This design comes from an exercise in tuning for small area on the open sky130 flow, not from production work. Function was checked by simulation only, so behaviour that the tests miss may differ from the original. No activity file was given, so power comes from the tool's default toggle rates.

// memoria_dados
module memoria_dados
(
  input  logic                     clock,
  input  logic                     reset_n,
  input  logic                     permisao_escrita,
  input  logic                     permisao_leitura,
  input  memoria_dados_pkg::addr_t endereco,
  input  memoria_dados_pkg::word_t dado_escrita,
  output memoria_dados_pkg::word_t dado_leitura
);
clock: 12.0 ns
lec_check: 0
cap_margin: 30
core_margin: 2
core_utilization: 50
cts_buf_list: sky130_fd_sc_hd__clkbuf_4 sky130_fd_sc_hd__clkbuf_8
cts_cluster_diameter: 80
cts_cluster_size: 16
place_density: 0.65
slew_margin: 20
run.sh (not shown) runs the stock make flow with config.mk's settings and CLKGATE_MAP_FILE= SYNTH_SCRIPT=/design/flow/synth_recipe.tcl, a recipe that flattens the netlist after the stock synthesis.
The first run finished clean.
Next try:
==> flow/config.mk (replaced) <==
export PLATFORM = sky130hd
export DESIGN_NAME = memoria_dados
export DESIGN_NICKNAME = memoria_dados
export VERILOG_FILES = /design/flow/design.v
export SDC_FILE = /design/flow/constraint.sdc
export NUM_CORES = 4
export LEC_CHECK = 0
export CAP_MARGIN = 20
export CORE_MARGIN = 2
export CORE_UTILIZATION = 60
export CTS_BUF_LIST = sky130_fd_sc_hd__clkbuf_4 sky130_fd_sc_hd__clkbuf_8
export CTS_CLUSTER_SIZE = 30
export PLACE_DENSITY = 0.75
export SLEW_MARGIN = 20
What happened: The changed run completed, yet does not pass: capacitance limit; first-iteration DRC count increases by 6.6%; routed wire length increases by 1.4%; die area decreases by 17%.


## build 43
Another version of the RTL of memoria_dados (not shown whole).
Size in the first run: roughly 5900 cells after synthesis, about 2100 flip-flops, about 52 I/O pins, ~0.064 mm² of cells after synthesis.
export LEC_CHECK = 0
export CAP_MARGIN = 20
export CORE_MARGIN = 2
export CORE_UTILIZATION = 60
export CTS_BUF_LIST = sky130_fd_sc_hd__clkbuf_8
export CTS_CLUSTER_DIAMETER = 80
export CTS_CLUSTER_SIZE = 18
export PLACE_DENSITY = 0.75
export SLEW_MARGIN = 10
export SYNTH_HIERARCHICAL = 1
export SYNTH_MINIMUM_KEEP_SIZE = 0
create_clock -name core_clock -period 12.0 [get_ports {clock}]
standard.sh (not shown) runs the stock make flow with config.mk's settings and CLKGATE_MAP_FILE= SYNTH_SCRIPT=/design/flow/synth_recipe.tcl, a recipe that flattens the netlist after the stock synthesis.
==> flow/flow/run.sh <==
#!/bin/bash
# The standard layout (the standard.sh: standard synthesis, floorplan,
# placement, CTS, routing), with two changes:
#  - port buffers are buf_1 cells instead of the resizer's default choice;
#  - CTS keeps the clustering of config.mk but inserts no dummy loads.
# Each tool's full output stays in the ORFS logs under orfs/logs; make's own
# output goes to standard.log in this folder.
set -euo pipefail
export BUFFER_PORTS_ARGS="-buffer_cell sky130_fd_sc_hd__buf_1"
export CTS_ARGS="-sink_clustering_enable -repair_clock_nets -sink_clustering_size 18 -sink_clustering_max_diameter 80 -buf_list sky130_fd_sc_hd__clkbuf_8 -dont_use_dummy_load"
bash standard.sh finish > standard.log 2>&1
Changes in build 42 relative to build 43:
--- a/flow/config.mk
+++ b/flow/config.mk
@@ -6,5 +6,5 @@
 export NUM_CORES = 4
 export LEC_CHECK = 0
-export CAP_MARGIN = 20
+export CAP_MARGIN = 15
 export CORE_MARGIN = 2
 export CORE_UTILIZATION = 60
@@ -13,5 +13,5 @@
 export CTS_CLUSTER_SIZE = 18
 export PLACE_DENSITY = 0.75
-export SLEW_MARGIN = 10
+export SLEW_MARGIN = 20
 export SYNTH_HIERARCHICAL = 1
 export SYNTH_MINIMUM_KEEP_SIZE = 0
Against build 43 as the reference, build 42 delivers a lower minimum setup slack after placement. | clock-pin slew on the worst setup and hold paths | build 42 vs build 43 | 0.02 ns higher |. Comparing build 43 and build 42, the higher met3 track utilization from global routing is on build 43.
For build 98, these inputs were changed with respect to build 42:
--- a/flow/flow/run.sh
+++ b/flow/flow/run.sh
@@ -8,4 +8,4 @@
 set -euo pipefail
 export BUFFER_PORTS_ARGS="-buffer_cell sky130_fd_sc_hd__buf_1"
-export CTS_ARGS="-sink_clustering_enable -repair_clock_nets -sink_clustering_size 18 -sink_clustering_max_diameter 80 -buf_list sky130_fd_sc_hd__clkbuf_8 -dont_use_dummy_load"
+export CTS_ARGS="-sink_clustering_enable -repair_clock_nets -sink_clustering_size 16 -sink_clustering_max_diameter 80 -buf_list sky130_fd_sc_hd__clkbuf_8 -dont_use_dummy_load"
 bash standard.sh finish > standard.log 2>&1
--- a/flow/config.mk
+++ b/flow/config.mk
@@ -6,10 +6,10 @@
 export NUM_CORES = 4
 export LEC_CHECK = 0
-export CAP_MARGIN = 15
+export CAP_MARGIN = 20
 export CORE_MARGIN = 2
 export CORE_UTILIZATION = 60
 export CTS_BUF_LIST = sky130_fd_sc_hd__clkbuf_8
 export CTS_CLUSTER_DIAMETER = 80
-export CTS_CLUSTER_SIZE = 18
+export CTS_CLUSTER_SIZE = 16
 export PLACE_DENSITY = 0.75
 export SLEW_MARGIN = 20
Findings:
Number of fill cells in the layout: lower on build 98
From build 42 to build 98, number of antenna violations at the first check in global routing did not move at all.
The higher clock-buffer cell count of build 42 and build 98 is in build 98.
Post-route clock period utilization is higher on build 42
Build 98 — sequential share of layout area 0.18 points lower, build 42 as reference
The following lists how build 97 was set up differently from build 98:
--- a/flow/flow/run.sh
+++ b/flow/flow/run.sh
@@ -8,4 +8,4 @@
 set -euo pipefail
 export BUFFER_PORTS_ARGS="-buffer_cell sky130_fd_sc_hd__buf_1"
-export CTS_ARGS="-sink_clustering_enable -repair_clock_nets -sink_clustering_size 16 -sink_clustering_max_diameter 80 -buf_list sky130_fd_sc_hd__clkbuf_8 -dont_use_dummy_load"
+export CTS_ARGS="-sink_clustering_enable -repair_clock_nets -sink_clustering_size 18 -sink_clustering_max_diameter 80 -buf_list sky130_fd_sc_hd__clkbuf_8 -dont_use_dummy_load"
 bash standard.sh finish > standard.log 2>&1
--- a/flow/config.mk
+++ b/flow/config.mk
@@ -11,5 +11,5 @@
 export CTS_BUF_LIST = sky130_fd_sc_hd__clkbuf_8
 export CTS_CLUSTER_DIAMETER = 80
-export CTS_CLUSTER_SIZE = 16
+export CTS_CLUSTER_SIZE = 18
 export PLACE_DENSITY = 0.75
 export SLEW_MARGIN = 20
- All of build 98 and build 97 finish clean.
- Final sequential cell count: build 98 vs build 97 identical
- Comparing build 98 and build 97, the lower initial antenna violation count is on build 98.
- Looking at via count of the first global-routing pass, build 97 sits below build 98.
- On build 97: routed via count divided by cell count is about 0.46% lower than what build 98 gave.
- Comparing post-route core utilization for build 98 and build 97, the bigger number came from build 98.
- Setup slack in build 97 is larger than in build 98.
- Worst setup path endpoint: dado_leitura[13] -> build 98, dado_leitura[10] -> build 97
- When build 97 is set beside build 98, its count of clock-buffer cells in the layout turns out to be about 10% smaller.
> inputs changed (build 97 -> build 8)
==> flow/run.sh (new file) <==
#!/bin/bash
# synth_recipe.tcl (not shown) runs the flow's synth.tcl, then flattens the netlist and writes it again
# the make line also repeats each setting of config.mk as NAME=value (left out here)
make -C /OpenROAD-flow-scripts/flow DESIGN_CONFIG=/design/flow/config.mk WORK_HOME=/design/flow/orfs CLKGATE_MAP_FILE= SYNTH_SCRIPT=/design/flow/synth_recipe.tcl finish
--- a/flow/config.mk
+++ b/flow/config.mk
@@ -6,10 +6,10 @@
 export NUM_CORES = 4
 export LEC_CHECK = 0
-export CAP_MARGIN = 20
+export CAP_MARGIN = 30
 export CORE_MARGIN = 2
 export CORE_UTILIZATION = 60
 export CTS_BUF_LIST = sky130_fd_sc_hd__clkbuf_8
 export CTS_CLUSTER_DIAMETER = 80
-export CTS_CLUSTER_SIZE = 18
+export CTS_CLUSTER_SIZE = 16
 export PLACE_DENSITY = 0.75
 export SLEW_MARGIN = 20
removed: flow/flow/run.sh
removed: flow/standard.sh
### Flow results
Side by side, via count of the first global-routing pass turned out lower in build 8 than in build 97.
Changes observed in build 8 relative to build 97: non-clock buffer count moved up; design area moved up; internal power moved up; final routed wire length divided by cell count moved down; wire length the detailed router placed on met1 moved up.
Summary of build 8 over build 97: part of the total power dissipated in the clock network picked up an extra 1.2 points; latest clock arrival within the worst-skew pair picked up an extra 0.06 ns; post-layout minimum cycle time picked up an extra 0.63 ns.
Setup changes, build 8 to build 36
==> flow/flow/run.sh (new file) <==
#!/bin/bash
# The standard layout (the standard.sh: standard synthesis, floorplan,
# placement, CTS, routing), with two changes:
#  - port buffers are buf_1 cells instead of the resizer's default choice;
#  - CTS keeps the clustering of config.mk but inserts no dummy loads.
# Each tool's full output stays in the ORFS logs under orfs/logs; make's own
# output goes to standard.log in this folder.
set -euo pipefail
export BUFFER_PORTS_ARGS="-buffer_cell sky130_fd_sc_hd__buf_1"
export CTS_ARGS="-sink_clustering_enable -repair_clock_nets -sink_clustering_size 16 -sink_clustering_max_diameter 80 -buf_list sky130_fd_sc_hd__clkbuf_8 -dont_use_dummy_load"
bash standard.sh finish > standard.log 2>&1
==> flow/standard.sh (new file) <==
#!/bin/bash
# synth_recipe.tcl (not shown) runs the flow's synth.tcl, then flattens the netlist and writes it again
# the make line also repeats each setting of config.mk as NAME=value (left out here)
make -C /OpenROAD-flow-scripts/flow DESIGN_CONFIG=/design/flow/config.mk WORK_HOME=/design/flow/orfs CLKGATE_MAP_FILE= SYNTH_SCRIPT=/design/flow/synth_recipe.tcl "${@:-finish}"
removed: flow/run.sh
==> comparison <==
Build 36 has completed all stages; timing, DRC and antenna checks passed.
In the final reports, the cell area of build 36 is smaller than that of build 8.
Row minimum clock period after layout: build 36 lower / build 8 higher
Compared build 36 against build 8; switching power of the nets within noise.
Summary: with build 8 as the reference, total via count in the routed design in build 36 moved up slightly.
Relative to build 8, build 36 improves total power.
In the metrics for build 8 and build 36, the one carrying the higher global placer's final weighted congestion is build 36.

[separate check: timing with driven ports]
How much do the figures lean on ideal ports? The routed layouts below were timed once more, with nothing changed but the port constraints. Step 1 sets driving cells, clkbuf_16 on the clock port and buf_2 on the other inputs (assumed; they add their load-dependent delay and slew). Step 2 times the ports against the registers' clock, not the clock port: input delays grow and output delays shrink by t, the midpoint of the rising clock arrivals with the driver on. Slacks: ideal / step 1 / step 2; pairs: ideal / step 1.
| run | t (ns) | slack for setup (ns) | hold WS [ns] | latest minus earliest clock arrival (ns) | slew at the worst register clock pin (ns) |
|---|---|---|---|---|---|
| the first run of note 1 | 1.099 | 1.238 / 1.189 / 1.189 | 0.466 / 0.466 / 0.466 | 0.095 / 0.095 | 0.12 / 0.12 |
| the second run of note 1 | 1.147 | 1.106 / 1.060 / 1.060 | 0.459 / 0.459 / 0.459 | 0.099 / 0.099 | 0.07 / 0.07 |
| build 43 | 0.900 | 2.174 / 2.115 / 2.115 | 0.458 / 0.458 / 0.458 | 0.109 / 0.109 | 0.12 / 0.12 |
| build 42 | 0.920 | 2.019 / 1.965 / 1.965 | 0.456 / 0.456 / 0.456 | 0.090 / 0.090 | 0.12 / 0.12 |
| build 98 | 0.939 | 2.150 / 2.095 / 2.095 | 0.455 / 0.455 / 0.455 | 0.076 / 0.076 | 0.10 / 0.10 |
| build 97 | 0.904 | 2.155 / 2.095 / 2.095 | 0.459 / 0.459 / 0.459 | 0.088 / 0.088 | 0.11 / 0.11 |
| build 8 | 0.940 | 1.526 / 1.499 / 1.499 | 0.460 / 0.460 / 0.460 | 0.054 / 0.054 | 0.11 / 0.11 |
| build 36 | 0.921 | 2.283 / 2.169 / 2.169 | 0.460 / 0.460 / 0.460 | 0.096 / 0.096 | 0.11 / 0.11 |
The setup slack of build 36, which loses most, moves by -0.114 ns with the drivers and by -0.114 ns with both steps.
